Background: an optimization exercise with open tools, aiming at small area, a short achievable clock period and few clock cycles. Do not read the settings as production practice. Where RTL was checked, it was by simulation tests only, not by an equivalence proof against the original. Function not checked in runs 5 to 8: the RTL went through the layout flow alone. Power and IR drop assume default switching activity.

==> design/flow/design.v <==
module axi_bram2axis #(
  parameter int AXI_DATA_WIDTH      = 512,
  parameter int AXI_XFER_SIZE_WIDTH = 32,
  parameter int BRAM_ADDR_WIDTH     = 32,
  parameter int BRAM_DATA_WIDTH     = 512,
  parameter int BRAM_DELAY          = 2,
  parameter int FIFO_DEPTH          = BRAM_DELAY + 2
) (
  input  logic                           clk,
  input  logic                           rst,
  input  logic                           i_bs2a_start,
  output logic                           o_bs2a_done,
  input  logic [AXI_XFER_SIZE_WIDTH-1:0] i_bs2a_data_size_bytes,
  output logic                           o_bs2a_rden,
  output logic [BRAM_ADDR_WIDTH-1:0]     o_bs2a_rdaddr,
  input  logic [BRAM_DATA_WIDTH-1:0]     i_bs2a_rddata,
  output logic                           m_axis_tvalid,
  input  logic                           m_axis_tready,
  output logic [AXI_DATA_WIDTH-1:0]      m_axis_tdata,
  output logic                           m_axis_tlast
);
  localparam int NW = AXI_XFER_SIZE_WIDTH - 6;
  logic          done_q;    
  logic          rden_q;    
  logic          vld_q;     
  logic          last_q;    
  logic [NW-1:0] w_q;       
  logic [NW-1:0] a_q;       
  logic [NW-1:0] rem_q;     
  logic [NW-1:0] n_in, w_inc, rem_dec;
  logic          go, acc;
  assign n_in = i_bs2a_data_size_bytes[AXI_XFER_SIZE_WIDTH-1:6];
  assign go   = i_bs2a_start && (n_in != '0);
  assign acc  = vld_q && m_axis_tready;
  always_comb begin
    for (int i = 0; i < NW; i++) begin
      logic [NW-1:0] lo;
      lo         = (NW'(1) << i) - NW'(1);
      w_inc[i]   = (&(w_q | ~lo))    ? ~w_q[i]   : w_q[i];
      rem_dec[i] = (&(~rem_q | ~lo)) ? ~rem_q[i] : rem_q[i];
    end
  end
  assign o_bs2a_rden   = !done_q;
  assign o_bs2a_rdaddr = BRAM_ADDR_WIDTH'(m_axis_tready ? a_q : w_q);
  assign o_bs2a_done   = done_q;
  assign m_axis_tvalid = vld_q;
  assign m_axis_tdata  = i_bs2a_rddata;
  assign m_axis_tlast  = last_q;
  always_ff @(posedge clk) begin
    if (rst) begin
      done_q <= 1'b1;
      rden_q <= 1'b0;
      vld_q  <= 1'b0;
    end else begin
      rden_q <= o_bs2a_rden;
      vld_q  <= rden_q && !done_q && !acc;
      if (done_q) begin
        if (go) done_q <= 1'b0;
      end else if (acc && last_q) begin
        done_q <= 1'b1;
      end
    end
  end
  always_ff @(posedge clk) begin
    if (rst) begin
      w_q <= '0;
      a_q <= '0;
    end else begin
      if (acc) w_q <= a_q;
      if (!vld_q && rden_q && !done_q) a_q <= (rem_q == NW'(1)) ? '0 : w_inc;
    end
  end
  always_ff @(posedge clk) begin
    if (done_q)                      rem_q <= n_in;
    else if (!vld_q && rden_q)       rem_q <= rem_dec;
    if (!vld_q) last_q <= (rem_q == NW'(1));
  end
endmodule
==> design/flow/flow/run.sh <==
#!/bin/bash
# The standard layout, with three changes:
# - the port buffers are buf_2 cells instead of the resizer's default (a slow
#   delay cell);
# - the control ports are kept together on one stretch of the bottom edge
#   (flow/pins.tcl), next to the logic between them;
# - after the standard synthesis, the read-address muxes (select m_axis_tready)
#   are rewritten as NAND2 gates (flow/nandmux.py), a faster path from the
#   select to the output with the same function.
set -euo pipefail
export BUFFER_PORTS_ARGS="-buffer_cell sky130_fd_sc_hd__buf_2"
export PRE_IO_PLACEMENT_TCL="$PWD/flow/pins.tcl"
R=orfs/results/sky130hd/axi_bram2axis/base
bash standard.sh synth > synth.log 2>&1
python3 flow/nandmux.py "$R/1_2_yosys.v" > nandmux.log 2>&1
rm -f "$R/1_synth.odb" "$R/1_synth.sdc"
bash standard.sh > standard.log 2>&1
==> design/flow/flow/nandmux.py <==
#!/usr/bin/env python3
"""Rewrite each 2:1 mux cell that drives a read-address output in the synthesized
netlist as three NAND2 cells and a shared inverter on the select:
    X = S ? A1 : A0  ->  X = nand(nand(S, A1), nand(~S, A0))
The function is unchanged; the path from the select to the output gets
shorter than through the mux cell. Usage: nandmux.py NETLIST (rewritten in place)."""
import re
import sys

path = sys.argv[1]
text = open(path).read()
inst = re.compile(
    r"^(\s*)sky130_fd_sc_hd__mux2_\d+\s+(\S+)\s*\(\s*"
    r"\.A0\(([^()]*)\),\s*\.A1\(([^()]*)\),\s*\.S\(([^()]*)\),\s*\.X\((o_bs2a_rdaddr\[\d+\])\)\s*\);",
    re.M,
)
sel_inv = {}
wires = []
count = 0


def net(g):
    """A net name as written in a port connection; an escaped name keeps the
    space that ends it."""
    g = g.strip()
    return g + " " if g.startswith("\\") else g


def rewrite(m):
    global count
    ind, name, a0, a1, s, x = (net(g) if i else g for i, g in enumerate(m.groups()))
    key = s
    if key not in sel_inv:
        k = len(sel_inv)
        sel_inv[key] = f"nandmux_seln_{k}"
        wires.append(sel_inv[key])
        inv = f"{ind}sky130_fd_sc_hd__inv_2 nandmux_inv_{k} (\n{ind}  .A({s}),\n{ind}  .Y({sel_inv[key]})\n{ind});\n"
    else:
        inv = ""
    sn = sel_inv[key]
    n1, n0 = f"nandmux_{count}_n1", f"nandmux_{count}_n0"
    wires.extend([n1, n0])
    out = (
        inv
        + f"{ind}sky130_fd_sc_hd__nand2_1 nandmux_{count}_g1 (\n{ind}  .A({s}),\n{ind}  .B({a1}),\n{ind}  .Y({n1})\n{ind});\n"
        + f"{ind}sky130_fd_sc_hd__nand2_1 nandmux_{count}_g0 (\n{ind}  .A({sn}),\n{ind}  .B({a0}),\n{ind}  .Y({n0})\n{ind});\n"
        + f"{ind}sky130_fd_sc_hd__nand2_1 nandmux_{count}_go (\n{ind}  .A({n1}),\n{ind}  .B({n0}),\n{ind}  .Y({x})\n{ind});"
    )
    count += 1
    return out


text = inst.sub(rewrite, text)
if count:
    decl = "".join(f"  wire {w};\n" for w in wires)
    # declare the new wires right after the module header
    head = re.search(r"^module\s+axi_bram2axis\s*\([^;]*\);\n", text, re.M)
    text = text[: head.end()] + decl + text[head.end():]
open(path, "w").write(text)
print(f"rewrote {count} muxes, {len(sel_inv)} select inverters")
==> design/flow/flow/pins.tcl <==
# Keep the control ports on one stretch of the bottom edge.
set_io_pin_constraint -region bottom:145-245 -pin_names [get_ports {
  clk rst i_bs2a_start i_bs2a_data_size_bytes* o_bs2a_done o_bs2a_rden
  o_bs2a_rdaddr* m_axis_tvalid m_axis_tready m_axis_tlast}]
==> design/flow/standard.sh <==
#!/bin/bash
# synth_recipe.tcl (not shown) runs the flow's synth.tcl, then flattens the netlist and writes it again
# the make line also repeats each setting of config.mk as NAME=value (left out here)
make -C /OpenROAD-flow-scripts/flow DESIGN_CONFIG=/design/flow/config.mk WORK_HOME=/design/flow/orfs CLKGATE_MAP_FILE= SYNTH_SCRIPT=/design/flow/synth_recipe.tcl "${@:-finish}"
==> design/flow/config.mk <==
export PLATFORM = sky130hd
export DESIGN_NAME = axi_bram2axis
export DESIGN_NICKNAME = axi_bram2axis
export VERILOG_FILES = /design/flow/design.v
export SDC_FILE = /design/flow/constraint.sdc
export NUM_CORES = 4
export LEC_CHECK = 0
export CAP_MARGIN = 20
export CORE_AREA = 5 5 385 385
export CTS_BUF_LIST = sky130_fd_sc_hd__clkbuf_8
export CTS_CLUSTER_DIAMETER = 100
export CTS_CLUSTER_SIZE = 50
export DIE_AREA = 0 0 390 390
export PLACE_DENSITY = 0.85
export SETUP_SLACK_MARGIN = 2.2
export SLEW_MARGIN = 20
==> design/flow/constraint.sdc <==
create_clock -name core_clock -period 5.0 [get_ports {clk}]
set_input_delay 1.0000 -clock core_clock [delete_from_list [all_inputs] [get_ports {clk}]]
set_output_delay 1.0000 -clock core_clock [all_outputs]
set_load 0.01 [all_outputs]
==> results of run 1 <==
==> routing by layer <==
layer	vias to the layer above	track usage, %	wire [um]
met5	-	2.97	592
met2	817	15.4	35800
met3	158	17.9	30400
li1	1850	-	-
met4	10	2.37	2330
met1	2056	3.05	8530
==> cell usage in the layout (no fill, tap or decap), types with 3 or more instances in the layout <==
cell and count:
xor2_1 18, nand2b_1 3, dfxtp_1 55, conb_1 6, nor4_1 9, and3_1 8
a21oi_2 3, nand4_1 7, inv_1 10, and4_1 3, clkbuf_8 10, a21oi_1 38
nand2_1 194, o21ai_0 48, nor2_2 3, ha_1 5, nand3_1 21, buf_2 58
nor2_1 17, edfxtp_1 27, inv_2 3
==> metrics by stage <==
stage | instances | power (uW) | area [um^2] | setup slack, ns | hold slack (ns)
floorplan | 1044 | 1240 | 7950 | 2.25 | 0.441
global placement | 2462 | 847 | 6640 | 1.95 | 0.450
detailed placement | 2462 | 852 | 6640 | 1.95 | 0.462
CTS | 2478 | 1360 | 6860 | 2.29 | 0.474
global route | 2478 | 1410 | 6860 | 2.24 | 0.498
finish | 2478 | 1360 | 6860 | 2.27 | 0.469
==> tightest hold or removal path, stage by stage, from the launching register on <==
cell	delay (ns)
dfxtp_1	0.33
nand2_1	0.05
a21oi_1	0.05
==> final timing paths <==
path | depth (start not counted) | startpoint | to
worst max register to register | 5 | rem_q[10] | a_q[23]
worst min-delay path | 2 | a_q[4] | w_q[4]
worst max-delay path | 5 | m_axis_tready | o_bs2a_rdaddr[24]
worst min register to register | 2 | a_q[4] | w_q[4]
==> registers in the layout, indices dropped and copies added (netlist names) <==
register,flops
done_q,1
w_q,26
a_q,26
vld_q,1
last_q,1
rden_q,1
rem_q,26
==> power by group <==
| group | internal, uW | total, uW | leakage, uW | switching [uW] |
|---|---|---|---|---|
| logic | 32.2 | 99.5 | 0.00110 | 67.3 |
| registers | 720 | 742 | 0.000718 | 21.6 |
| clock network | 288 | 517 | 0.000121 | 229 |
==> cell type report <==
class / count / area [um^2] / area share, %
Timing Repair Buffer: 61 / 317 / 4.61
Inverter: 9 / 33.8 / 0.492
Tap cell: 1903 / 2380 / 34.7
Multi-Input combinational cell: 407 / 2010 / 29.2
Sequential cell: 82 / 1910 / 27.9
Clock inverter: 6 / 75.1 / 1.09
Clock buffer: 10 / 138 / 2.01
==> repair_timing <==
| action | in CTS | in global routing |
|---|---|---|
| resized for setup | 3 | 1 |
| pin swaps | 0 | 0 |
| endpoints found under the setup margin | 42 | 13 |
==> flow_metrics.py, run 1 <==
metrics = {
    "layout": {
        "fin_util_pct": 4.78,
        "num-fill-cells": 16900,
        "fin_nets": 1123,
        "area_delta_synth_final_pct": -13.5,
        "diodes": 0,
        "drive_gt1_share_pct": 15.5,
    },
    "clocking": {
        "clockBufferDepth": 2,
        "cts_root_buffer": "clkbuf_8",
        "cts_made_buffers": 9,
        "cts.sinks": 82,
        "clock_latency_ns": 0.36,
        "clk_pin_slew_worst_paths_ns": 0.08,
        "h-tree-depth": 3,
        "cts_tree": "done",
        "cts_setup_buffers": 0,
        "hold_buffers": 0,
    },
    "timing": {
        "fmax_ghz": 0.366,
        "worstMarginPinSlew_ns": 1.14,
        "fin_crit_ns": 2.73,
        "final.setup.tns_ns": 0,
        "finalCritPeriodShare_pct": 54.7,
        "fin_worst_skew_ns": 0.00780,
        "slew_viol_final": 0,
        "slew-limit-headroom_pct": 23.7,
        "hold_violations": 0,
        "rsz0062_at_grt": "false",
        "setup_violations": 0,
    },
    "floorplanning": {
        "num_rows": 139,
        "die_w_um": 390,
        "die_h_um": 390,
        "coreArea_mm2": 0.143,
        "ios": 1096,
        "start_util_pct": 5.53,
        "die_area_mm2": 0.152,
    },
    "drt": {
        "wire_per_inst_um": 31.4,
        "drt-initial-drc-count": 393,
        "ant_nets": 0,
        "remaining_drc_errors": 0,
        "vias": 4891,
        "via_per_inst": 1.97,
        "drt_first_pass_iters": 5,
        "wl_mm": 77.7,
    },
    "job": {
        "maxCapViolCount": 0,
    },
    "worst_setup_path": {
        "cp_cell_sequence": "buf_6 -> inv_2 -> nand2_1 -> nand2_1 -> buf_2",
        "cp_max_fo": 31,
        "path_common_cell": "nand2_1",
        "cp-start-kind": "primary input",
        "arrival_ns": 1.73,
        "critPathTopFamily": "buffers and inverters",
        "critical_path_buf_inv_count": 3,
        "cp_data_required_time_ns": 4.00,
        "critPathKind": "in2out",
        "r2r_slack_ns": 2.53,
        "slowest_stage": "buf_6",
        "end_kind": "output port",
        "crit_path_max_incr_delay_ns": 0.23,
    },
    "run_status": {
        "outcome": "complete, no violations",
    },
    "placement": {
        "portBuffers": 59,
        "routabilityCongestion": 0.792,
        "dpl.hpwl_mm": 72.3,
    },
    "synth": {
        "syn_area_per_cell_um2": 7.63,
        "synth_area_mm2": 0.00793,
        "ys_warn_count": 1,
        "syn_inst": 1039,
    },
    "power": {
        "vdd_ir_drop_max_v": 0.000136,
        "leakage_uw": 0.00194,
        "cellPowerDensity_mw_per_mm2": 198,
    },
    "hold_path": {
        "min_path_type": "reg2reg",
    },
    "grt": {
        "antenna_found_initial": 0,
        "grt.total_usage_pct": 9.54,
        "grt-ovfl-total": 0,
        "grt_pass1_wl_mm": 86.7,
        "grt_max_degree": 62,
        "grt_pass1_vias": 4586,
    },
}
Testbench counts, summed over its fixed seeds: cycles 13,562.
==> run 2: changes to the inputs <==
--- a/design/flow/config.mk
+++ b/design/flow/config.mk
@@ -11,6 +11,5 @@
 export CTS_CLUSTER_DIAMETER = 100
 export CTS_CLUSTER_SIZE = 50
 export DIE_AREA = 0 0 390 390
-export PLACE_DENSITY = 0.85
 export SETUP_SLACK_MARGIN = 2.2
 export SLEW_MARGIN = 20
==> run 2 against run 1 <==
Net effect:
- combinational power is essentially flat
- clock skew grew 0.0075 ns
- via count shrank 5.1%
- sequential share of layout area is essentially flat
- routed wire length shrank 18%
- synthesized cell count is the same
- register-to-register slack lost 0.03 ns
- critical path depth is the same
- largest cell class unchanged
==> flow_metrics.py, run 2 <==
metrics = {
    "worst_setup_path": {
        "cp_max_fo": 31,
        "r2r_slack_ns": 2.50,
        "critPathKind": "in2out",
        "r2r_start": "rem_q[10]",
        "cp_data_required_time_ns": 4.00,
        "ff2ff_path_depth": 5,
        "end_kind": "output port",
        "arrival_ns": 1.70,
        "cp-start-kind": "primary input",
        "r2r_end": "a_q[10]",
    },
    "timing": {
        "hold_violations": 0,
        "worstMarginPinSlew_ns": 1.06,
        "rsz0062_at_grt": "false",
        "finalCritPeriodShare_pct": 53.9,
        "fin_crit_ns": 2.70,
        "fmax_ghz": 0.371,
        "setup_violations": 0,
        "fin_worst_skew_ns": 0.0153,
        "slew_viol_final": 0,
        "final.setup.tns_ns": 0,
        "slew-limit-headroom_pct": 29.4,
    },
    "floorplanning": {
        "coreArea_mm2": 0.143,
        "die_h_um": 390,
        "die_area_mm2": 0.152,
        "die_w_um": 390,
        "ios": 1096,
        "start_util_pct": 5.53,
        "num_rows": 139,
    },
    "power": {
        "intPower_uw": 1010,
        "cellPowerDensity_mw_per_mm2": 197,
        "swShare_pct": 25.3,
        "p_switching_uw": 343,
        "comb_power_share_pct": 7.4,
        "power_uw": 1360,
        "vdd_ir_drop_max_v": 0.000141,
        "p_seq_share_pct": 54.6,
        "leakage_uw": 0.00193,
        "clockPowerShare_pct": 37.9,
    },
    "clocking": {
        "cts_tree": "done",
        "cts_setup_buffers": 0,
        "cts_made_buffers": 9,
        "clock_latency_ns": 0.36,
        "clk_pin_slew_worst_paths_ns": 0.09,
        "h-tree-depth": 3,
        "cts_root_buffer": "clkbuf_8",
        "clockBufferDepth": 2,
        "cts.sinks": 82,
    },
    "drt": {
        "drt-initial-drc-count": 331,
        "vias": 4644,
        "via_per_inst": 1.87,
        "ant_nets": 0,
        "wl_mm": 63.5,
        "remaining_drc_errors": 0,
        "drt_first_pass_iters": 4,
        "wire_per_inst_um": 25.6,
    },
    "synth": {
        "syn_area_per_cell_um2": 7.63,
        "syn_inst": 1039,
        "ys_warn_count": 1,
        "synth_area_mm2": 0.00793,
    },
    "layout": {
        "fin_nets": 1124,
        "diodes": 0,
        "drive_gt1_share_pct": 16.3,
        "reg.largest.list": "a_q (26), rem_q (26), w_q (26)",
        "final_cell_mix": "nand2_1, buf_2, dfxtp_1",
        "fin_area_mm2": 0.00687,
        "num-fill-cells": 17000,
        "fin_util_pct": 4.79,
        "area_delta_synth_final_pct": -13.3,
        "final_common_cell": "nand2_1",
    },
    "grt": {
        "grt_pass1_wl_mm": 72.4,
        "grt-ovfl-total": 0,
        "grt.total_usage_pct": 7.79,
        "grt_pass1_vias": 4651,
        "antenna_found_initial": 0,
        "grt_max_degree": 62,
    },
    "hold_path": {
        "holdPathStages": 2,
        "min_path_type": "reg2reg",
        "min_from": "a_q[13]",
        "min_to": "a_q[13]",
    },
    "placement": {
        "dpl.hpwl_mm": 57.7,
        "routabilityCongestion": 0.723,
        "portBuffers": 59,
        "placed_area_mm2": 0.00664,
    },
    "run_status": {
        "outcome": "complete, no violations",
    },
    "job": {
        "maxCapViolCount": 0,
    },
}
## run 2: area by class of cell
class / instances / area [um^2] / share of cell area [%]
Clock buffer: 11 / 151 / 2.20
Sequential cell: 82 / 1910 / 27.8
Inverter: 9 / 33.8 / 0.492
Clock inverter: 5 / 61.3 / 0.892
Multi-Input combinational cell: 407 / 2010 / 29.2
Timing Repair Buffer: 62 / 328 / 4.77
Tap cell: 1903 / 2380 / 34.6
## run 2: timing repair
action,4_1_cts,5_1_grt
hold buffers,0,0
setup endpoints to repair,41,17
gates cloned,0,0
resized for setup,3,2
## run 2: power groups by stage
stage	Clock [uW]	Combinational, uW	Sequential [uW]
floorplan	0	491	749
global placement	0	97.4	755
detailed placement	0	99.4	756
CTS	530	100	741
global route	556	113	745
finish	515	101	741
## run 2: how the worst max path moves through the flow
stage / from / to / slack [ns] / depth (start not counted)
floorplan: m_axis_tready / o_bs2a_rdaddr[10] / 2.25 / 5
global placement: m_axis_tready / o_bs2a_rdaddr[24] / 1.89 / 5
detailed placement: m_axis_tready / o_bs2a_rdaddr[24] / 1.90 / 5
CTS: m_axis_tready / o_bs2a_rdaddr[21] / 2.26 / 5
global route: m_axis_tready / o_bs2a_rdaddr[21] / 2.23 / 5
finish: m_axis_tready / o_bs2a_rdaddr[21] / 2.30 / 5
## run 2: stage by stage
step | cells | hold WS, ns | worst slack [ns]
final | 2479 | 0.469 | 2.30
after global routing | 2479 | 0.491 | 2.23
after CTS | 2479 | 0.472 | 2.26
after detailed placement | 2463 | 0.459 | 1.90
after global placement | 2463 | 0.452 | 1.89
after floorplan | 1044 | 0.441 | 2.25
## run 2: routing by layer
metal / wire length, um / vias to the layer above / GRT usage, %
li1: - / 1852 / -
met1: 9140 / 1913 / 3.30
met2: 28700 / 698 / 12.2
met3: 23500 / 177 / 13.8
met4: 2020 / 4 / 2.23
met5: 147 / - / 0.861
## run 2: critical path, cell delays in order
cell	delay [ns]
buf_8	0.16
inv_2	0.20
nand2_1	0.07
nand2_1	0.11
buf_2	0.14
==> run 3: changes to the inputs <==
--- a/design/flow/flow/nandmux.py
+++ b/design/flow/flow/nandmux.py
@@ -34,7 +34,7 @@
         k = len(sel_inv)
         sel_inv[key] = f"nandmux_seln_{k}"
         wires.append(sel_inv[key])
-        inv = f"{ind}sky130_fd_sc_hd__inv_2 nandmux_inv_{k} (\n{ind}  .A({s}),\n{ind}  .Y({sel_inv[key]})\n{ind});\n"
+        inv = f"{ind}sky130_fd_sc_hd__inv_4 nandmux_inv_{k} (\n{ind}  .A({s}),\n{ind}  .Y({sel_inv[key]})\n{ind});\n"
     else:
         inv = ""
     sn = sel_inv[key]
@@ -44,7 +44,7 @@
         inv
         + f"{ind}sky130_fd_sc_hd__nand2_1 nandmux_{count}_g1 (\n{ind}  .A({s}),\n{ind}  .B({a1}),\n{ind}  .Y({n1})\n{ind});\n"
         + f"{ind}sky130_fd_sc_hd__nand2_1 nandmux_{count}_g0 (\n{ind}  .A({sn}),\n{ind}  .B({a0}),\n{ind}  .Y({n0})\n{ind});\n"
-        + f"{ind}sky130_fd_sc_hd__nand2_1 nandmux_{count}_go (\n{ind}  .A({n1}),\n{ind}  .B({n0}),\n{ind}  .Y({x})\n{ind});"
+        + f"{ind}sky130_fd_sc_hd__nand2_2 nandmux_{count}_go (\n{ind}  .A({n1}),\n{ind}  .B({n0}),\n{ind}  .Y({x})\n{ind});"
     )
     count += 1
     return out
==> run 3 against run 2 <==
Net effect:
- still clean
- routed wire length fell by 3.3%
- count of clock-buffer cells in the layout fell by 2
- combinational power barely moved
- critical path depth did not move
- synthesized cell count did not move
- global-route usage fell by 0.29 points
- sequential power barely moved
- critical endpoint is now o_bs2a_rdaddr[19]
==> flow_metrics.py, run 3 <==
metrics = {
    "run_status": {
        "outcome": "complete, no violations",
    },
    "hold_path": {
        "min_from": "a_q[17]",
        "min_path_type": "reg2reg",
    },
    "grt": {
        "grt_pass1_vias": 4518,
        "grt-ovfl-total": 0,
        "grt_max_degree": 62,
        "grt.total_usage_pct": 7.50,
        "grt_pass1_wl_mm": 70.0,
        "antenna_found_initial": 0,
    },
    "power": {
        "cellPowerDensity_mw_per_mm2": 196,
        "vdd_ir_drop_max_v": 0.000136,
        "leakage_uw": 0.00192,
        "power_uw": 1360,
    },
    "timing": {
        "slew_viol_final": 0,
        "setup_violations": 0,
        "slew-limit-headroom_pct": 26.6,
        "worstMarginPinSlew_ns": 1.10,
        "fmax_ghz": 0.368,
        "rsz0062_at_grt": "false",
        "setup_ws_ns": 2.28,
        "final.setup.tns_ns": 0,
        "hold_violations": 0,
        "finalCritPeriodShare_pct": 54.3,
        "fin_crit_ns": 2.72,
        "fin_worst_skew_ns": 0.0100,
    },
    "floorplanning": {
        "die_w_um": 390,
        "start_util_pct": 5.58,
        "num_rows": 139,
        "coreArea_mm2": 0.143,
        "die_area_mm2": 0.152,
        "ios": 1096,
        "die_h_um": 390,
    },
    "placement": {
        "placed_area_mm2": 0.00672,
        "portBuffers": 59,
        "dpl_worst_slack_ns": 1.93,
        "routabilityCongestion": 0.729,
        "dpl.hpwl_mm": 55.9,
    },
    "worst_setup_path": {
        "r2r_start": "rem_q[10]",
        "startpoint": "m_axis_tready",
        "cp_max_fo": 31,
        "arrival_ns": 1.72,
        "r2r_slack_ns": 2.49,
        "critPathKind": "in2out",
        "cp-start-kind": "primary input",
        "cp_data_required_time_ns": 4.00,
        "end_kind": "output port",
    },
    "clocking": {
        "cts_root_buffer": "clkbuf_8",
        "clk_pin_slew_worst_paths_ns": 0.08,
        "clockBufferDepth": 2,
        "h-tree-depth": 3,
        "clock_latency_ns": 0.36,
        "cts.sinks": 82,
        "cts_made_buffers": 9,
        "cts_tree": "done",
        "hold_buffers": 0,
    },
    "drt": {
        "drt_first_pass_iters": 5,
        "wl_mm": 61.3,
        "via_per_inst": 1.90,
        "ant_nets": 0,
        "wire_per_inst_um": 24.7,
        "vias": 4698,
        "remaining_drc_errors": 0,
        "drt-initial-drc-count": 295,
    },
    "synth": {
        "syn_area_per_cell_um2": 7.70,
        "syn_inst": 1039,
        "ys_warn_count": 1,
        "synth_area_mm2": 0.00800,
    },
    "layout": {
        "reg.largest.list": "a_q (26), rem_q (26), w_q (26)",
        "drive_gt1_share_pct": 20.5,
        "fin_util_pct": 4.84,
        "diodes": 0,
        "area_delta_synth_final_pct": -13.3,
        "fin_area_mm2": 0.00694,
        "final_cell_mix": "nand2_1, buf_2, dfxtp_1",
        "fin_nets": 1124,
        "final_common_cell": "nand2_1",
    },
    "job": {
        "maxCapViolCount": 0,
    },
}
## run 3: repair_timing
action	in CTS	in global routing
cloned	0	0
buffers inserted	0	0
resized for setup	3	1
endpoints found under the setup margin	42	15
## run 3: path summary, 6_finish.rpt
check / cells past startpoint / endpoint
worst max-delay path: 5 / o_bs2a_rdaddr[19]
worst min register to register: 2 / w_q[17]
worst max register to register: 5 / a_q[20]
worst min-delay path: 2 / w_q[17]
## run 3: metrics by stage
step	hold WS, ns	instances
after detailed placement	0.461	2463
after global placement	0.453	2463
final	0.468	2479
after floorplan	0.441	1044
after global routing	0.494	2479
after CTS	0.470	2479
## run 3: critical path: stages
cell	delay [ns]
buf_6	0.26
inv_4	0.13
nand2_1	0.10
nand2_2	0.07
buf_2	0.14
## run 3: layout make-up
class / count / area (um^2)
inverters: 9 / 41.3
fillers: 17000 / 137000
flip-flops and latches: 82 / 1910
clock buffers: 9 / 124
multi-input cells: 407 / 2070
well taps: 1903 / 2380
repair buffers: 62 / 324
clock inverters: 7 / 86.3
## run 3: metal layers
| layer | GRT usage (%) | part of all wire (%) | up-vias |
|---|---|---|---|
| met2 | 12.3 | 47 | 721 |
| met1 | 3.17 | 14 | 1943 |
| met3 | 12.5 | 35 | 181 |
| met5 | 0.702 | 0.22 | - |
| li1 | - | - | 1849 |
| met4 | 2.24 | 3.4 | 4 |
## run 3: where the power goes
part / internal [uW] / total [uW] / switching (uW)
clock: 277 / 520 / 243
combinational: 33.0 / 101 / 68.0
sequential: 720 / 741 / 20.9
total: 1030 / 1360 / 332
==> run 4: changes to the inputs <==
--- a/design/flow/flow/nandmux.py
+++ b/design/flow/flow/nandmux.py
@@ -34,7 +34,7 @@
         k = len(sel_inv)
         sel_inv[key] = f"nandmux_seln_{k}"
         wires.append(sel_inv[key])
-        inv = f"{ind}sky130_fd_sc_hd__inv_4 nandmux_inv_{k} (\n{ind}  .A({s}),\n{ind}  .Y({sel_inv[key]})\n{ind});\n"
+        inv = f"{ind}sky130_fd_sc_hd__inv_2 nandmux_inv_{k} (\n{ind}  .A({s}),\n{ind}  .Y({sel_inv[key]})\n{ind});\n"
     else:
         inv = ""
     sn = sel_inv[key]
@@ -44,7 +44,7 @@
         inv
         + f"{ind}sky130_fd_sc_hd__nand2_1 nandmux_{count}_g1 (\n{ind}  .A({s}),\n{ind}  .B({a1}),\n{ind}  .Y({n1})\n{ind});\n"
         + f"{ind}sky130_fd_sc_hd__nand2_1 nandmux_{count}_g0 (\n{ind}  .A({sn}),\n{ind}  .B({a0}),\n{ind}  .Y({n0})\n{ind});\n"
-        + f"{ind}sky130_fd_sc_hd__nand2_2 nandmux_{count}_go (\n{ind}  .A({n1}),\n{ind}  .B({n0}),\n{ind}  .Y({x})\n{ind});"
+        + f"{ind}sky130_fd_sc_hd__nand2_1 nandmux_{count}_go (\n{ind}  .A({n1}),\n{ind}  .B({n0}),\n{ind}  .Y({x})\n{ind});"
     )
     count += 1
     return out
==> design/flow/flow/pins.tcl (replaced) <==
# Keep the control ports together on the bottom edge: the read address and
# the ports next to it on a short stretch, the transfer size beside it.
set_io_pin_constraint -region bottom:160-205 -pin_names [get_ports {
  clk rst i_bs2a_start o_bs2a_done o_bs2a_rden m_axis_tvalid m_axis_tready
  m_axis_tlast o_bs2a_rdaddr[0] o_bs2a_rdaddr[1] o_bs2a_rdaddr[2]
  o_bs2a_rdaddr[3] o_bs2a_rdaddr[4] o_bs2a_rdaddr[5] o_bs2a_rdaddr[6]
  o_bs2a_rdaddr[7] o_bs2a_rdaddr[8] o_bs2a_rdaddr[9] o_bs2a_rdaddr[10]
  o_bs2a_rdaddr[11] o_bs2a_rdaddr[12] o_bs2a_rdaddr[13] o_bs2a_rdaddr[14]
  o_bs2a_rdaddr[15] o_bs2a_rdaddr[16] o_bs2a_rdaddr[17] o_bs2a_rdaddr[18]
  o_bs2a_rdaddr[19] o_bs2a_rdaddr[20] o_bs2a_rdaddr[21] o_bs2a_rdaddr[22]
  o_bs2a_rdaddr[23] o_bs2a_rdaddr[24] o_bs2a_rdaddr[25]}]
set_io_pin_constraint -region bottom:205-250 -pin_names [get_ports {
  i_bs2a_data_size_bytes* o_bs2a_rdaddr[26] o_bs2a_rdaddr[27]
  o_bs2a_rdaddr[28] o_bs2a_rdaddr[29] o_bs2a_rdaddr[30] o_bs2a_rdaddr[31]}]
--- a/design/flow/config.mk
+++ b/design/flow/config.mk
@@ -11,5 +11,5 @@
 export CTS_CLUSTER_DIAMETER = 100
 export CTS_CLUSTER_SIZE = 50
 export DIE_AREA = 0 0 390 390
-export SETUP_SLACK_MARGIN = 2.2
+export SETUP_SLACK_MARGIN = 2.5
 export SLEW_MARGIN = 20
==> run 4 against run 3 <==
Net effect:
- clock skew about the same
- maximum frequency grew 6.9%
- sequential share of layout area shrank 1.2 points
- routed wire length grew 2.2%
- non-clock buffer count rose by 6
- still clean on timing, DRC and antenna
- register-to-register slack better by 0.18 ns
- critical path depth unchanged
- die area unchanged
- first-iteration DRC count grew 9.8%
- synthesized cell count stayed put
- clock power grew 4.8%
- synthesized area decreased by 0.91%
==> flow_metrics.py, run 4 <==
metrics = {
    "clocking": {
        "cts_tree": "done",
        "cts.sinks": 82,
        "clock_latency_ns": 0.36,
        "cts_root_buffer": "clkbuf_8",
        "clk_pin_slew_worst_paths_ns": 0.08,
        "h-tree-depth": 3,
        "cts_made_buffers": 9,
        "clockBufferDepth": 2,
    },
    "grt": {
        "antenna_found_initial": 0,
        "grt_max_degree": 64,
        "grt_pass1_wl_mm": 71.7,
        "grt-ovfl-total": 0,
        "grt.total_usage_pct": 7.69,
        "grt_pass1_vias": 4537,
    },
    "layout": {
        "area_delta_synth_final_pct": -8.52,
        "final_common_cell": "nand2_1",
        "drive_gt1_share_pct": 24.9,
        "reg.largest.list": "a_q (26), rem_q (26), w_q (26)",
        "fin_nets": 1131,
        "final_cell_mix": "nand2_1, dfxtp_1, o21ai_0",
        "stdcell_count": 2486,
        "fin_area_mm2": 0.00725,
        "diodes": 0,
    },
    "timing": {
        "final.setup.tns_ns": 0,
        "fin_crit_ns": 2.54,
        "slew_viol_final": 0,
        "fin_hold_ws_ns": 0.475,
        "setup_ws_ns": 2.46,
        "rsz0062_at_grt": "true",
        "slew-limit-headroom_pct": 42.1,
        "finalCritPeriodShare_pct": 50.8,
        "fin_worst_skew_ns": 0.00952,
        "fmax_ghz": 0.394,
        "worstMarginPinSlew_ns": 0.865,
        "setup_violations": 0,
        "hold_violations": 0,
    },
    "synth": {
        "synth_area_mm2": 0.00793,
        "syn_area_per_cell_um2": 7.63,
        "syn_inst": 1039,
        "ys_warn_count": 1,
    },
    "worst_setup_path": {
        "slowest_stage": "buf_8",
        "r2r_slack_ns": 2.67,
        "critical_path_buf_inv_count": 3,
        "ff2ff_path_depth": 4,
        "arrival_ns": 1.54,
        "cp-start-kind": "primary input",
        "cp_cell_sequence": "buf_16 -> buf_8 -> nand2_1 -> nand2_2 -> buf_6",
        "end_kind": "output port",
        "crit_path_max_incr_delay_ns": 0.14,
        "r2r_end": "rem_q[15]",
        "cp_data_required_time_ns": 4.00,
        "r2r_start": "rem_q[0]",
        "critPathTopFamily": "buffers and inverters",
        "critPathKind": "in2out",
        "cp_max_fo": 7,
    },
    "hold_path": {
        "min_to": "a_q[13]",
        "min_path_type": "reg2reg",
        "min_from": "a_q[13]",
        "holdPathStages": 2,
    },
    "drt": {
        "drt_first_pass_iters": 5,
        "wire_per_inst_um": 25.2,
        "wl_mm": 62.7,
        "ant_nets": 0,
        "vias": 4734,
        "via_per_inst": 1.90,
        "drt-initial-drc-count": 324,
        "remaining_drc_errors": 0,
    },
    "placement": {
        "routabilityCongestion": 0.746,
        "dpl_worst_slack_ns": 1.91,
        "placed_area_mm2": 0.00670,
        "dpl.cell_count": 2462,
        "portBuffers": 59,
        "dpl.hpwl_mm": 56.7,
    },
    "floorplanning": {
        "num_rows": 139,
        "die_h_um": 390,
        "coreArea_mm2": 0.143,
        "die_area_mm2": 0.152,
        "start_util_pct": 5.53,
        "ios": 1096,
        "die_w_um": 390,
    },
    "job": {
        "maxCapViolCount": 0,
    },
    "power": {
        "leakage_uw": 0.00202,
        "vdd_ir_drop_max_v": 0.000119,
        "cellPowerDensity_mw_per_mm2": 193,
    },
    "run_status": {
        "outcome": "complete, no violations",
    },
}
==> run 4: worst reg2reg max path: cells and delay by family, from the launching register on <==
kind / cells / cell delay [ns]
flops: 1 / 0.43
compound gates: 2 / 0.47
simple gates: 2 / 1.14
==> run 4: report_power, final <==
group          internal, uW  switching (uW)
Combinational          43.0            73.3
Clock                   296             249
Sequential              720            20.8
Total                  1060             343
==> run 4: timing repair <==
item | 4_1_cts | 5_1_grt
hold buffers | 0 | 0
pin swaps | 4 | 2
hold endpoints to repair | 0 | 0
resized for setup | 37 | 23
setup buffers | 1 | 3
endpoints found under the setup margin | 70 | 37
gates cloned | 2 | 1
==> run 4: layer usage <==
metal	wire (um)	up-vias	GRT usage (%)
li1	-	1867	-
met1	8760	1949	3.11
met2	29200	715	12.4
met3	22400	199	13.2
met4	2270	4	2.47
met5	115	-	0.638
==> run 4: layout make-up <==
class / instances / area [um^2]
inverters: 9 / 70.1
multi-input cells: 407 / 2130
clock inverters: 6 / 87.6
flip-flops and latches: 82 / 1910
repair inverters: 1 / 5.00
repair buffers: 68 / 533
fillers: 16900 / 136000
well taps: 1903 / 2380
clock buffers: 10 / 138
==> run 4: how the worst max path moves through the flow <==
stage	to	cells after the start	slack (ns)	start
global placement	o_bs2a_rdaddr[13]	5	1.90	m_axis_tready
detailed placement	o_bs2a_rdaddr[25]	5	1.91	m_axis_tready
floorplan	o_bs2a_rdaddr[10]	5	2.51	m_axis_tready
finish	o_bs2a_rdaddr[14]	5	2.46	m_axis_tready
global route	o_bs2a_rdaddr[18]	5	2.45	m_axis_tready
CTS	o_bs2a_rdaddr[10]	5	2.46	m_axis_tready
==> run 4: stage by stage <==
step,util [%],power [uW]
finish,5.06,1400
global route,5.06,1470
CTS,4.96,1420
detailed placement,4.67,856
global placement,4.67,853
floorplan,-,1240
==> run 5: changes to the inputs <==
--- a/design/flow/design.v
+++ b/design/flow/design.v
@@ -1,3 +1,13 @@
+module axi_bram2axis_amux #(
+  parameter int W = 26
+) (
+  input  logic         sel,
+  input  logic [W-1:0] a,
+  input  logic [W-1:0] b,
+  output logic [W-1:0] y
+);
+  assign y = sel ? a : b;
+endmodule
 module axi_bram2axis #(
   parameter int AXI_DATA_WIDTH      = 512,
   parameter int AXI_XFER_SIZE_WIDTH = 32,
@@ -25,23 +35,26 @@
   logic          vld_q;     
   logic          last_q;    
   logic [NW-1:0] w_q;       
-  logic [NW-1:0] a_q;       
   logic [NW-1:0] rem_q;     
-  logic [NW-1:0] n_in, w_inc, rem_dec;
-  logic          go, acc;
+  logic [NW-1:0] n_in, nxt, rem_dec, addr;
+  logic          go, acc, en;
   assign n_in = i_bs2a_data_size_bytes[AXI_XFER_SIZE_WIDTH-1:6];
   assign go   = i_bs2a_start && (n_in != '0);
   assign acc  = vld_q && m_axis_tready;
+  assign en   = vld_q && !last_q;
   always_comb begin
     for (int i = 0; i < NW; i++) begin
       logic [NW-1:0] lo;
       lo         = (NW'(1) << i) - NW'(1);
-      w_inc[i]   = (&(w_q | ~lo))    ? ~w_q[i]   : w_q[i];
-      rem_dec[i] = (&(~rem_q | ~lo)) ? ~rem_q[i] : rem_q[i];
+      nxt[i]     = (en && &(w_q | ~lo)) ? ~w_q[i]   : w_q[i];
+      rem_dec[i] = (&(~rem_q | ~lo))    ? ~rem_q[i] : rem_q[i];
     end
   end
+  axi_bram2axis_amux #(.W(NW)) u_amux (
+    .sel(m_axis_tready), .a(nxt), .b(w_q), .y(addr)
+  );
   assign o_bs2a_rden   = !done_q;
-  assign o_bs2a_rdaddr = BRAM_ADDR_WIDTH'(m_axis_tready ? a_q : w_q);
+  assign o_bs2a_rdaddr = BRAM_ADDR_WIDTH'(addr);
   assign o_bs2a_done   = done_q;
   assign m_axis_tvalid = vld_q;
   assign m_axis_tdata  = i_bs2a_rddata;
@@ -62,17 +75,12 @@
     end
   end
   always_ff @(posedge clk) begin
-    if (rst) begin
-      w_q <= '0;
-      a_q <= '0;
-    end else begin
-      if (acc) w_q <= a_q;
-      if (!vld_q && rden_q && !done_q) a_q <= (rem_q == NW'(1)) ? '0 : w_inc;
-    end
+    if (rst || done_q) w_q <= '0;
+    else if (acc)      w_q <= nxt;
   end
   always_ff @(posedge clk) begin
-    if (done_q)                      rem_q <= n_in;
-    else if (!vld_q && rden_q)       rem_q <= rem_dec;
+    if (done_q)                rem_q <= n_in;
+    else if (!vld_q && rden_q) rem_q <= rem_dec;
     if (!vld_q) last_q <= (rem_q == NW'(1));
   end
 endmodule
==> design/flow/flow/pins.tcl (replaced) <==
# Keep the control ports on one stretch of the bottom edge.
set_io_pin_constraint -region bottom:145-245 -pin_names [get_ports {
  clk rst i_bs2a_start i_bs2a_data_size_bytes* o_bs2a_done o_bs2a_rden
  o_bs2a_rdaddr* m_axis_tvalid m_axis_tready m_axis_tlast}]
--- a/design/flow/config.mk
+++ b/design/flow/config.mk
@@ -11,5 +11,7 @@
 export CTS_CLUSTER_DIAMETER = 100
 export CTS_CLUSTER_SIZE = 50
 export DIE_AREA = 0 0 390 390
-export SETUP_SLACK_MARGIN = 2.5
+export SETUP_SLACK_MARGIN = 2.2
 export SLEW_MARGIN = 20
+export SYNTH_HIERARCHICAL = 1
+export SYNTH_MINIMUM_KEEP_SIZE = 0
==> run 5 against run 4 <==
Net effect:
- maximum frequency decreased by 18%
- utilization decreased by 0.32 points
- critical path depth increased by 2
==> flow_metrics.py, run 5 <==
metrics = {
    "clocking": {
        "cts.sinks": 56,
        "clock_latency_ns": 0.32,
        "cts_made_buffers": 5,
        "clockBufferDepth": 2,
        "clk_pin_slew_worst_paths_ns": 0.11,
        "cts_tree": "done",
        "cts_root_buffer": "clkbuf_8",
        "h-tree-depth": 2,
    },
    "worst_setup_path": {
        "end_kind": "output port",
        "cp-start-kind": "flop",
        "critPathKind": "reg2out",
        "cp_max_fo": 9,
        "ff2ff_path_depth": 4,
        "cp_data_required_time_ns": 4.00,
        "arrival_ns": 2.09,
    },
    "drt": {
        "remaining_drc_errors": 0,
        "ant_nets": 0,
        "wl_mm": 75.5,
        "wire_per_inst_um": 30.8,
        "drt-initial-drc-count": 333,
        "via_per_inst": 1.94,
        "drt_first_pass_iters": 4,
        "vias": 4745,
    },
    "timing": {
        "fin_crit_ns": 3.09,
        "fmax_ghz": 0.324,
        "setup_violations": 0,
        "finalCritPeriodShare_pct": 61.8,
        "final.setup.tns_ns": 0,
        "rsz0062_at_grt": "true",
        "setup_ws_ns": 1.91,
        "slew_viol_final": 0,
        "slew-limit-headroom_pct": 57.4,
        "worstMarginPinSlew_ns": 0.633,
        "fin_worst_skew_ns": 0.00997,
        "hold_violations": 0,
    },
    "floorplanning": {
        "die_h_um": 390,
        "ios": 1096,
        "num_rows": 139,
        "start_util_pct": 5.20,
        "coreArea_mm2": 0.143,
        "die_w_um": 390,
        "die_area_mm2": 0.152,
    },
    "layout": {
        "diodes": 0,
        "drive_gt1_share_pct": 31.3,
        "final_cell_mix": "nand2_1, buf_2, o21ai_0",
        "area_delta_synth_final_pct": -8.91,
        "reg.largest.list": "rem_q (26), w_q (26)",
        "fin_nets": 1092,
        "final_common_cell": "nand2_1",
        "num-fill-cells": 17000,
    },
    "hold_path": {
        "min_path_type": "reg2reg",
        "holdPathStages": 1,
    },
    "synth": {
        "ys_warn_count": 7,
        "syn_inst": 987,
        "syn_area_per_cell_um2": 7.57,
        "synth_area_mm2": 0.00747,
    },
    "power": {
        "comb_power_share_pct": 9.9,
        "cellPowerDensity_mw_per_mm2": 130,
        "p_switching_uw": 240,
        "swShare_pct": 27.1,
        "p_seq_share_pct": 58.9,
        "intPower_uw": 647,
        "vdd_ir_drop_max_v": 0.000102,
        "clockPowerShare_pct": 31.1,
        "leakage_uw": 0.00189,
    },
    "grt": {
        "grt_pass1_vias": 4554,
        "grt_max_degree": 63,
        "grt_pass1_wl_mm": 84.1,
        "grt.total_usage_pct": 9.24,
        "antenna_found_initial": 0,
        "grt-ovfl-total": 0,
    },
    "placement": {
        "dpl_worst_slack_ns": 1.84,
        "dpl.hpwl_mm": 69.7,
        "portBuffers": 59,
        "routabilityCongestion": 0.777,
    },
    "run_status": {
        "outcome": "complete, no violations",
    },
    "job": {
        "maxCapViolCount": 0,
    },
}
## run 5: metrics by stage
stage / area (um^2) / std cells / total power, uW / hold WS, ns / utilization (%)
finish: 6800 / 2447 / 887 / 0.487 / 4.74
global route: 6800 / 2447 / 932 / 0.510 / 4.74
CTS: 6690 / 2443 / 891 / 0.495 / 4.66
detailed placement: 6120 / 2404 / 627 / 0.483 / 4.27
global placement: 6120 / 2404 / 625 / 0.481 / 4.27
floorplan: 7510 / 992 / 1020 / 0.467 / -
## run 5: cell type report
| cell class | instances | area (um^2) | share of cell area [%] |
|---|---|---|---|
| clock buffer | 6 | 82.6 | 1.21 |
| clock inverter | 2 | 15.0 | 0.221 |
| inverter | 13 | 52.6 | 0.773 |
| multi-input combinational | 374 | 2190 | 32.2 |
| sequential | 56 | 1460 | 21.5 |
| tap | 1903 | 2380 | 35.0 |
| timing repair buffer | 92 | 616 | 9.05 |
| timing repair inverter | 1 | 5.00 | 0.0736 |
## run 5: per-layer routing
metal / wire, um / GRT usage [%]
met2: 36000 / 15.6
met4: 2130 / 2.10
met1: 9250 / 3.32
met5: 290 / 1.53
met3: 27800 / 16.2
## run 5: path summary, 6_finish.rpt
path,from,to,slack (ns)
setup / recovery,w_q[3],o_bs2a_rdaddr[17],1.91
hold / removal,rden_q,vld_q,0.49
setup reg to reg,rem_q[1],rem_q[15],2.51
hold reg to reg,rden_q,vld_q,0.49
## run 5: repair_timing
action                                  CTS  global route
setup buffers                            28             4
endpoints found under the setup margin   27            27
gates resized for setup                  80            19
cloned                                    3             0
pin swaps                                24            17
hold buffers                              0             0
## run 5: power by group through the flow
stage / registers (uW) / clock network [uW] / logic [uW]
final: 523 / 276 / 88.2
after global routing: 527 / 306 / 99.3
after CTS: 522 / 281 / 87.7
after detailed placement: 542 / 0 / 85.5
after global placement: 541 / 0 / 83.9
after floorplan: 537 / 0 / 483
## run 5: critical path, stage by stage (launching register included)
cell and delay, ns:
dfxtp_4 0.42, nand3_1 0.26, or4_4 0.58, nor2_4 0.11, xor2_1 0.15, nand2_1 0.08, nand2_2 0.08, buf_6 0.10
==> run 6: changes to the inputs <==
--- a/design/flow/config.mk
+++ b/design/flow/config.mk
@@ -11,7 +11,7 @@
 export CTS_CLUSTER_DIAMETER = 100
 export CTS_CLUSTER_SIZE = 50
 export DIE_AREA = 0 0 390 390
-export SETUP_SLACK_MARGIN = 2.2
+export SETUP_SLACK_MARGIN = 2.4
 export SLEW_MARGIN = 20
 export SYNTH_HIERARCHICAL = 1
 export SYNTH_MINIMUM_KEEP_SIZE = 0
==> run 6 against run 5 <==
Net effect:
- sequential cell count unchanged
- combinational power increased by 2.6%
- worst hold slack improved by 0.0074 ns
- non-clock buffer count increased by 19
- clock skew decreased by 0.0029 ns
- routed wire length decreased by 2.4%
- via count decreased by 2.0%
- critical endpoint unchanged
- highest routed layer unchanged
==> flow_metrics.py, run 6 <==
metrics = {
    "timing": {
        "rsz0062_at_grt": "true",
        "slew_viol_final": 0,
        "fin_hold_ws_ns": 0.495,
        "hold_violations": 0,
        "finalCritPeriodShare_pct": 63.0,
        "setup_violations": 0,
        "worstMarginPinSlew_ns": 0.683,
        "fin_crit_ns": 3.15,
        "fmax_ghz": 0.318,
        "slew-limit-headroom_pct": 54.1,
        "fin_worst_skew_ns": 0.00703,
        "final.setup.tns_ns": 0,
    },
    "layout": {
        "multi_input_area_mm2": 0.00218,
        "num-fill-cells": 17000,
        "reg.largest.list": "rem_q (26), w_q (26)",
        "final_cell_mix": "nand2_1, buf_2, o21ai_0",
        "fin_nets": 1109,
        "drive_gt1_share_pct": 33.0,
        "final_common_cell": "nand2_1",
        "area_delta_synth_final_pct": -6.94,
        "diodes": 0,
        "regArea_mm2": 0.00146,
    },
    "grt": {
        "grt_pass1_vias": 4358,
        "grt.total_usage_pct": 8.97,
        "grt-ovfl-total": 0,
        "grt_pass1_wl_mm": 81.3,
        "grt_max_degree": 63,
        "antenna_found_initial": 0,
    },
    "drt": {
        "wire_per_inst_um": 29.9,
        "drt-initial-drc-count": 304,
        "via_per_inst": 1.89,
        "ant_nets": 0,
        "vias": 4651,
        "drt_first_pass_iters": 5,
        "wl_mm": 73.6,
        "remaining_drc_errors": 0,
    },
    "placement": {
        "portBuffers": 59,
        "routabilityCongestion": 0.765,
        "dpl.hpwl_mm": 68.1,
    },
    "power": {
        "comb_power_share_pct": 10.3,
        "clockPowerShare_pct": 30.1,
        "swShare_pct": 27.8,
        "p_seq_share_pct": 59.6,
        "p_switching_uw": 244,
        "cellPowerDensity_mw_per_mm2": 127,
        "intPower_uw": 635,
        "vdd_ir_drop_max_v": 0.0000964,
        "leakage_uw": 0.00202,
    },
    "clocking": {
        "cts_tree": "done",
        "clk_pin_slew_worst_paths_ns": 0.11,
        "clock_latency_ns": 0.33,
        "cts.sinks": 56,
        "h-tree-depth": 2,
        "cts_made_buffers": 5,
        "clockBufferDepth": 2,
        "cts_root_buffer": "clkbuf_8",
    },
    "job": {
        "maxCapViolCount": 0,
    },
    "floorplanning": {
        "die_w_um": 390,
        "num_rows": 139,
        "coreArea_mm2": 0.143,
        "die_area_mm2": 0.152,
        "ios": 1096,
        "die_h_um": 390,
        "start_util_pct": 5.20,
    },
    "worst_setup_path": {
        "end_kind": "output port",
        "ff2ff_path_depth": 15,
        "arrival_ns": 2.15,
        "cp-start-kind": "flop",
        "cp_cell_sequence": "nand3_1 -> or4_4 -> nor2_4 -> xor2_1 -> nand2_1 -> nand2_2 -> buf_6",
        "critPathKind": "reg2out",
        "slowest_stage": "or4_4",
        "crit_path_max_incr_delay_ns": 0.63,
        "cp_data_required_time_ns": 4.00,
        "cp_max_fo": 9,
        "r2r_start": "w_q[17]",
        "r2r_slack_ns": 2.23,
        "critical_path_buf_inv_count": 1,
        "startpoint": "w_q[3]",
        "r2r_end": "w_q[23]",
        "critPathTopFamily": "simple AND/OR/NAND/NOR gates",
    },
    "synth": {
        "syn_area_per_cell_um2": 7.57,
        "synth_area_mm2": 0.00747,
        "syn_inst": 987,
        "ys_warn_count": 7,
    },
    "hold_path": {
        "min_to": "vld_q",
        "min_path_type": "reg2reg",
        "min_from": "rden_q",
        "holdPathStages": 1,
    },
    "run_status": {
        "outcome": "complete, no violations",
    },
}
run 6: worst max-delay path by stage:
stage	depth (start not counted)	slack (ns)	to
final	7	1.85	o_bs2a_rdaddr[17]
after global routing	7	1.79	o_bs2a_rdaddr[17]
after CTS	7	1.85	o_bs2a_rdaddr[17]
after detailed placement	7	1.80	o_bs2a_rdaddr[17]
after global placement	7	1.80	o_bs2a_rdaddr[16]
after floorplan	8	2.23	o_bs2a_rdaddr[17]
run 6: worst reg2reg max path, delay by kind of cell, from the launching register on:
family                 cells  cell delay, ns
buffers and inverters     11            1.22
flip-flops                 1            0.36
AND/OR/NAND/NOR            3            0.99
AO/OA/AOI/OAI              1            0.13
run 6: final cells by class:
class	count	area share (%)
Clock buffer	5	0.990
Clock inverter	3	0.288
Inverter	13	0.756
Multi-Input combinational cell	372	31.3
Sequential cell	56	21.0
Tap cell	1903	34.3
Timing Repair Buffer	111	11.3
Timing Repair inverter	1	0.0720
run 6: metrics by stage:
| stage | area (um^2) | setup slack, ns | util, % | instances | power [uW] |
|---|---|---|---|---|---|
| 2_1_floorplan | 7540 | 2.23 | - | 992 | 1020 |
| 4_1_cts | 6700 | 1.85 | 4.67 | 2449 | 884 |
| 3_3_place_gp | 6130 | 1.80 | 4.27 | 2404 | 625 |
| 6_report | 6950 | 1.85 | 4.84 | 2464 | 880 |
| 5_1_grt | 6950 | 1.79 | 4.84 | 2464 | 921 |
| 3_5_place_dp | 6130 | 1.80 | 4.27 | 2404 | 628 |
run 6: power by group through the flow:
stage / combinational, uW / clock, uW / sequential (uW)
detailed placement: 85.9 / 0 / 542
CTS: 89.7 / 268 / 526
global placement: 84.2 / 0 / 541
finish: 90.5 / 265 / 524
floorplan: 483 / 0 / 537
global route: 102 / 292 / 528
run 6: metal layers:
layer / global-route usage, % / share of wire (%)
met5: 0.670 / 0.20
met2: 15.1 / 48
met4: 2.08 / 2.8
met3: 16.3 / 38
met1: 3.00 / 12
run 6: what timing repair did:
action,4_1_cts,5_1_grt
setup endpoints to repair,27,31
hold buffers,0,0
gates resized for setup,69,36
pin swaps,20,24
buffers inserted,36,15
cloned,1,0
==> run 7: changes to the inputs <==
--- a/design/flow/design.v
+++ b/design/flow/design.v
@@ -30,24 +30,30 @@
   output logic                           m_axis_tlast
 );
   localparam int NW = AXI_XFER_SIZE_WIDTH - 6;
+  localparam int GW = 8;
+  localparam int NG = (NW + GW - 1) / GW;
   logic          done_q;    
   logic          rden_q;    
   logic          vld_q;     
   logic          last_q;    
+  logic [NG-1:0] en_q;      
   logic [NW-1:0] w_q;       
   logic [NW-1:0] rem_q;     
   logic [NW-1:0] n_in, nxt, rem_dec, addr;
-  logic          go, acc, en;
+  logic          go, acc, vld_d, last_d, en_d;
   assign n_in = i_bs2a_data_size_bytes[AXI_XFER_SIZE_WIDTH-1:6];
   assign go   = i_bs2a_start && (n_in != '0);
   assign acc  = vld_q && m_axis_tready;
-  assign en   = vld_q && !last_q;
+  assign vld_d  = rden_q && !done_q && !acc;
+  assign last_d = vld_q ? last_q : (rem_q == NW'(1));
+  assign en_d   = vld_d && !last_d;
   always_comb begin
     for (int i = 0; i < NW; i++) begin
-      logic [NW-1:0] lo;
+      logic [NW-1:0] lo, glo;
       lo         = (NW'(1) << i) - NW'(1);
-      nxt[i]     = (en && &(w_q | ~lo)) ? ~w_q[i]   : w_q[i];
-      rem_dec[i] = (&(~rem_q | ~lo))    ? ~rem_q[i] : rem_q[i];
+      glo        = lo & ~((NW'(1) << (i / GW * GW)) - NW'(1));
+      nxt[i]     = (en_q[i / GW] && &(w_q | ~glo)) ? ~w_q[i]   : w_q[i];
+      rem_dec[i] = (&(~rem_q | ~lo))               ? ~rem_q[i] : rem_q[i];
     end
   end
   axi_bram2axis_amux #(.W(NW)) u_amux (
@@ -64,9 +70,12 @@
       done_q <= 1'b1;
       rden_q <= 1'b0;
       vld_q  <= 1'b0;
+      en_q   <= '0;
     end else begin
       rden_q <= o_bs2a_rden;
-      vld_q  <= rden_q && !done_q && !acc;
+      vld_q  <= vld_d;
+      for (int g = 0; g < NG; g++)
+        en_q[g] <= en_d && &(w_q | ~((NW'(1) << (g * GW)) - NW'(1)));
       if (done_q) begin
         if (go) done_q <= 1'b0;
       end else if (acc && last_q) begin
@@ -81,6 +90,6 @@
   always_ff @(posedge clk) begin
     if (done_q)                rem_q <= n_in;
     else if (!vld_q && rden_q) rem_q <= rem_dec;
-    if (!vld_q) last_q <= (rem_q == NW'(1));
+    last_q <= last_d;
   end
 endmodule
--- a/design/flow/config.mk
+++ b/design/flow/config.mk
@@ -11,7 +11,7 @@
 export CTS_CLUSTER_DIAMETER = 100
 export CTS_CLUSTER_SIZE = 50
 export DIE_AREA = 0 0 390 390
-export SETUP_SLACK_MARGIN = 2.4
+export SETUP_SLACK_MARGIN = 2.2
 export SLEW_MARGIN = 20
 export SYNTH_HIERARCHICAL = 1
 export SYNTH_MINIMUM_KEEP_SIZE = 0
==> run 7 against run 6 <==
Net effect:
- clock skew decreased by 0.0012 ns
- register-to-register slack improved by 0.63 ns
- via count decreased by 12%
- cell area decreased by 9.3%
- die area unchanged
- synthesized area decreased by 1.0%
- final cell count decreased by 2.7%
==> flow_metrics.py, run 7 <==
metrics = {
    "synth": {
        "synth_area_mm2": 0.00739,
        "ys_warn_count": 7,
        "syn_inst": 950,
        "syn_area_per_cell_um2": 7.78,
    },
    "floorplanning": {
        "start_util_pct": 5.15,
        "ios": 1096,
        "die_h_um": 390,
        "num_rows": 139,
        "die_area_mm2": 0.152,
        "coreArea_mm2": 0.143,
        "die_w_um": 390,
    },
    "worst_setup_path": {
        "path_common_cell": "nand2_1",
        "crit_path_max_incr_delay_ns": 0.39,
        "cp_data_required_time_ns": 4.00,
        "cp-start-kind": "flop",
        "cp_cell_sequence": "and4_4 -> and2_4 -> nand3_1 -> xnor2_1 -> nand2_1 -> nand2_1 -> buf_2",
        "end_kind": "output port",
        "cp_max_fo": 7,
        "slowest_stage": "dfxtp_4",
        "critPathKind": "reg2out",
        "r2r_slack_ns": 2.86,
        "arrival_ns": 1.69,
    },
    "layout": {
        "reg.largest.list": "rem_q (26), w_q (26), en_q (4)",
        "area_delta_synth_final_pct": -14.7,
        "final_cell_mix": "nand2_1, buf_2, o21ai_0",
        "drive_gt1_share_pct": 21.6,
        "num-fill-cells": 17000,
        "diodes": 0,
        "fin_nets": 1042,
        "final_common_cell": "nand2_1",
        "fin_area_mm2": 0.00631,
        "multi_input_area_mm2": 0.00192,
        "regArea_mm2": 0.00149,
    },
    "clocking": {
        "cts.sinks": 60,
        "cts_root_buffer": "clkbuf_8",
        "cts_made_buffers": 9,
        "clock_latency_ns": 0.34,
        "h-tree-depth": 3,
        "cts_tree": "done",
        "clockBufferDepth": 2,
        "clk_pin_slew_worst_paths_ns": 0.06,
    },
    "timing": {
        "fmax_ghz": 0.371,
        "hold_violations": 0,
        "final.setup.tns_ns": 0,
        "rsz0062_at_grt": "false",
        "finalCritPeriodShare_pct": 53.9,
        "worstMarginPinSlew_ns": 0.844,
        "fin_worst_skew_ns": 0.00586,
        "fin_crit_ns": 2.69,
        "slew_viol_final": 0,
        "setup_violations": 0,
        "slew-limit-headroom_pct": 43.6,
    },
    "drt": {
        "m1WireLength_mm": 7.47,
        "wl_mm": 69.3,
        "wire_per_inst_um": 28.9,
        "remaining_drc_errors": 0,
        "via_per_inst": 1.70,
        "drt_first_pass_iters": 4,
        "routed-wl-met3_mm": 26.6,
        "vias": 4085,
        "ant_nets": 0,
        "wl_met2_mm": 33.0,
        "drt-initial-drc-count": 250,
        "dr.max_layer_used": "met5",
    },
    "grt": {
        "antenna_found_initial": 0,
        "grt.total_usage_pct": 8.53,
        "grt_pass1_vias": 4050,
        "grt-ovfl-total": 0,
        "grt_pass1_wl_mm": 77.2,
        "grt_max_degree": 55,
    },
    "placement": {
        "routabilityCongestion": 0.753,
        "portBuffers": 59,
        "dpl.hpwl_mm": 65.3,
        "placed_area_mm2": 0.00608,
    },
    "power": {
        "power_uw": 1020,
        "comb_power_share_pct": 8.4,
        "vdd_ir_drop_max_v": 0.0000882,
        "cellPowerDensity_mw_per_mm2": 161,
        "p_seq_share_pct": 55.6,
        "intPower_uw": 757,
        "clockPowerShare_pct": 36.0,
        "p_switching_uw": 260,
        "leakage_uw": 0.00165,
        "swShare_pct": 25.6,
    },
    "hold_path": {
        "min_path_type": "reg2reg",
    },
    "run_status": {
        "outcome": "complete, no violations",
    },
    "job": {
        "maxCapViolCount": 0,
    },
}
run 7: power groups by stage:
stage | Sequential, uW | Clock (uW) | Combinational (uW)
floorplan | 571 | 0 | 486
global placement | 576 | 0 | 83.8
detailed placement | 578 | 0 | 85.8
CTS | 567 | 378 | 86.2
global route | 570 | 403 | 97.1
finish | 566 | 366 | 85.5
run 7: worst paths after layout:
check,startpoint,to,cells after the start
worst max register to register,rem_q[0],rem_q[22],3
worst min-delay path,w_q[24],w_q[24],2
worst min register to register,w_q[24],w_q[24],2
worst max-delay path,w_q[17],o_bs2a_rdaddr[23],7
run 7: final cells by class:
| cell class | instances | share of cell area [%] |
|---|---|---|
| Timing Repair Buffer | 61 | 5.02 |
| Clock buffer | 10 | 2.18 |
| Clock inverter | 6 | 0.397 |
| Multi-Input combinational cell | 347 | 30.4 |
| Sequential cell | 60 | 23.6 |
| Inverter | 11 | 0.655 |
| Tap cell | 1903 | 37.8 |
run 7: routing by layer:
metal	GRT usage, %	vias up
met3	15.7	160
met1	2.61	1664
met2	14.3	661
li1	-	1596
met5	1.05	-
met4	2.20	4
run 7: timing repair:
action,4_1_cts,5_1_grt
setup endpoints to repair,26,22
setup buffers,0,0
resized for setup,7,18
hold buffers,0,0
pin swaps,0,1
hold endpoints to repair,0,0
run 7: worst max-delay path: cells and delay by family (launching register included):
| family | cells | cell delay [ns] |
|---|---|---|
| XOR/XNOR | 1 | 0.18 |
| AND/OR/NAND/NOR | 5 | 0.66 |
| buffers and inverters | 1 | 0.14 |
| flip-flops | 1 | 0.39 |
run 7: stage by stage:
stage	worst slack [ns]	utilization [%]	hold WS (ns)	instances
floorplan	2.49	-	0.452	955
global route	2.21	4.40	0.540	2398
detailed placement	2.02	4.24	0.502	2382
CTS	2.20	4.36	0.502	2398
global placement	2.00	4.24	0.473	2382
finish	2.31	4.40	0.503	2398
==> run 8: changes to the inputs <==
--- a/design/flow/config.mk
+++ b/design/flow/config.mk
@@ -11,7 +11,7 @@
 export CTS_CLUSTER_DIAMETER = 100
 export CTS_CLUSTER_SIZE = 50
 export DIE_AREA = 0 0 390 390
-export SETUP_SLACK_MARGIN = 2.2
+export SETUP_SLACK_MARGIN = 2.4
 export SLEW_MARGIN = 20
 export SYNTH_HIERARCHICAL = 1
 export SYNTH_MINIMUM_KEEP_SIZE = 0
==> run 8 against run 7 <==
Net effect:
- synthesized area unchanged
- sequential share of layout area down 0.32 points
- synthesized cell count did not move
- sequential cell count is the same
- global-route usage about the same
- first-iteration DRC count is 24% lower
- clock power is essentially flat
- largest power group unchanged
- die area is the same
- sequential power shrank 0.9%
==> flow_metrics.py, run 8 <==
metrics = {
    "worst_setup_path": {
        "cp-start-kind": "flop",
        "path_common_cell": "nand2_1",
        "cp_cell_sequence": "and4_4 -> and2_4 -> nand2_2 -> xnor2_2 -> nand2_1 -> nand2_1 -> buf_2",
        "crit_path_max_incr_delay_ns": 0.35,
        "slowest_stage": "dfxtp_4",
        "end_kind": "output port",
        "critPathTopFamily": "simple AND/OR/NAND/NOR gates",
        "cp_data_required_time_ns": 4.00,
        "arrival_ns": 1.65,
        "cp_max_fo": 4,
        "critPathKind": "reg2out",
        "critical_path_buf_inv_count": 1,
    },
    "placement": {
        "dpl_worst_slack_ns": 2.02,
        "dpl.hpwl_mm": 65.3,
        "routabilityCongestion": 0.753,
        "dpl.cell_count": 2382,
        "portBuffers": 59,
    },
    "layout": {
        "stdcell_count": 2411,
        "drive_gt1_share_pct": 27.2,
        "final_common_cell": "nand2_1",
        "fin_nets": 1055,
        "diodes": 0,
        "final_cell_mix": "nand2_1, buf_2, o21ai_0",
        "area_delta_synth_final_pct": -11.6,
        "reg.largest.list": "rem_q (26), w_q (26), en_q (4)",
    },
    "power": {
        "vdd_ir_drop_max_v": 0.0000897,
        "leakage_uw": 0.00176,
        "cellPowerDensity_mw_per_mm2": 155,
    },
    "clocking": {
        "clockBufferDepth": 2,
        "cts.sinks": 60,
        "hold_buffers": 0,
        "h-tree-depth": 3,
        "clock_latency_ns": 0.34,
        "cts_root_buffer": "clkbuf_8",
        "cts_tree": "done",
        "clk_pin_slew_worst_paths_ns": 0.06,
        "cts_made_buffers": 9,
    },
    "drt": {
        "via_per_inst": 1.73,
        "drt_first_pass_iters": 4,
        "wl_mm": 69.6,
        "vias": 4181,
        "ant_nets": 0,
        "drt-initial-drc-count": 189,
        "wire_per_inst_um": 28.9,
        "remaining_drc_errors": 0,
    },
    "job": {
        "maxCapViolCount": 0,
    },
    "timing": {
        "final.setup.tns_ns": 0,
        "worstMarginPinSlew_ns": 0.785,
        "finalCritPeriodShare_pct": 53.0,
        "fmax_ghz": 0.378,
        "slew-limit-headroom_pct": 47.5,
        "fin_crit_ns": 2.65,
        "setup_violations": 0,
        "rsz0062_at_grt": "true",
        "slew_viol_final": 0,
        "fin_worst_skew_ns": 0.00680,
        "setup_ws_ns": 2.35,
        "hold_violations": 0,
        "fin_hold_ws_ns": 0.503,
    },
    "floorplanning": {
        "ios": 1096,
        "coreArea_mm2": 0.143,
        "num_rows": 139,
        "die_area_mm2": 0.152,
        "start_util_pct": 5.15,
        "die_h_um": 390,
        "die_w_um": 390,
    },
    "grt": {
        "grt.total_usage_pct": 8.55,
        "grt_pass1_wl_mm": 77.5,
        "antenna_found_initial": 0,
        "grt_max_degree": 55,
        "grt_pass1_vias": 4117,
        "grt-ovfl-total": 0,
    },
    "hold_path": {
        "min_path_type": "reg2reg",
    },
    "synth": {
        "syn_area_per_cell_um2": 7.78,
        "syn_inst": 950,
        "synth_area_mm2": 0.00739,
        "ys_warn_count": 7,
    },
    "run_status": {
        "outcome": "complete, no violations",
    },
}
## run 8: where the power goes
part	leakage (uW)	total [uW]	switching, uW	internal, uW
Sequential	0.000553	561	23.8	537
Clock	0.000101	368	184	184
Combinational	0.00111	87.0	55.6	31.4
Total	0.00176	1020	263	753
## run 8: what timing repair did
action / CTS / global route
endpoints found under the hold margin: 0 / 0
pin swaps: 2 / 11
setup buffers: 6 / 7
gates resized for setup: 29 / 31
setup endpoints to repair: 26 / 27
## run 8: per-layer routing
| metal | vias up | GRT usage [%] | wire length (um) |
|---|---|---|---|
| met5 | - | 1.05 | 172 |
| met4 | 4 | 2.17 | 2050 |
| met3 | 163 | 15.6 | 26500 |
| met2 | 662 | 14.4 | 33200 |
| met1 | 1724 | 2.66 | 7680 |
| li1 | 1628 | - | - |
## run 8: path summary, 6_finish.rpt
path / start / end / slack (ns) / cells after the start
setup / recovery: w_q[16] / o_bs2a_rdaddr[21] / 2.35 / 7
hold / removal: w_q[24] / w_q[24] / 0.50 / 2
setup reg to reg: rem_q[0] / rem_q[22] / 2.87 / 3
hold reg to reg: w_q[24] / w_q[24] / 0.50 / 2
## run 8: cell type report
type | count | area, um^2
Timing Repair Buffer | 74 | 423
Multi-Input combinational cell | 347 | 2000
Clock buffer | 10 | 138
Inverter | 11 | 47.5
Clock inverter | 6 | 25.0
Tap cell | 1903 | 2380
Sequential cell | 60 | 1520
Fill cell | 17000 | 137000
## run 8: worst min-delay path, cell delays in order, from the launching register on
cell,delay [ns]
dfxtp_1,0.33
nand2_1,0.06
a21oi_1,0.06
## run 8: per-stage QoR
stage                     instance area [um^2]  utilization (%)  power (uW)
after floorplan                           7410                -        1060
after global placement                    6080             4.24         660
after detailed placement                  6080             4.24         663
after CTS                                 6360             4.43        1030
after global routing                      6530             4.55        1070
final                                     6530             4.55        1020

[static timing again, ports no longer ideal]
The results above use ideal ports. As a check the final layouts listed here were re-extracted and re-timed, cells and wires unchanged.
Step 1 assumes that a clkbuf_16 drives the clock port and a buf_2 every other input.
Step 2 times the ports against the registers' clock, not the clock port: input delays grow and output delays shrink by t, the midpoint of the rising clock arrivals with the driver on.
Three values: ideal, step 1, step 2; two values: the first two.
run | t (ns) | setup WS [ns] | clock arrival spread, ns | worst register clock-pin slew, ns | pins driven straight from the clock port
run 1 | 0.391 | 2.266 / 2.223 / 2.223 | 0.008 / 0.008 | 0.08 / 0.08 | 1
run 2 | 0.388 | 2.303 / 2.263 / 2.263 | 0.015 / 0.015 | 0.09 / 0.09 | 1
run 3 | 0.391 | 2.284 / 2.242 / 2.242 | 0.010 / 0.010 | 0.08 / 0.08 | 1
run 4 | 0.382 | 2.460 / 2.253 / 2.253 | 0.009 / 0.009 | 0.09 / 0.09 | 1
run 5 | 0.349 | 1.911 / 1.876 / 2.224 | 0.012 / 0.011 | 0.11 / 0.11 | 1
run 6 | 0.350 | 1.852 / 1.826 / 2.176 | 0.007 / 0.007 | 0.11 / 0.11 | 1
run 7 | 0.366 | 2.306 / 2.276 / 2.286 | 0.007 / 0.007 | 0.07 / 0.07 | 1
run 8 | 0.366 | 2.352 / 2.323 / 2.374 | 0.007 / 0.007 | 0.07 / 0.07 | 1
After both steps every run listed still meets setup and hold. The setup slack of run 4, which loses most, moves by -0.207 ns with the drivers and by -0.207 ns with both steps.
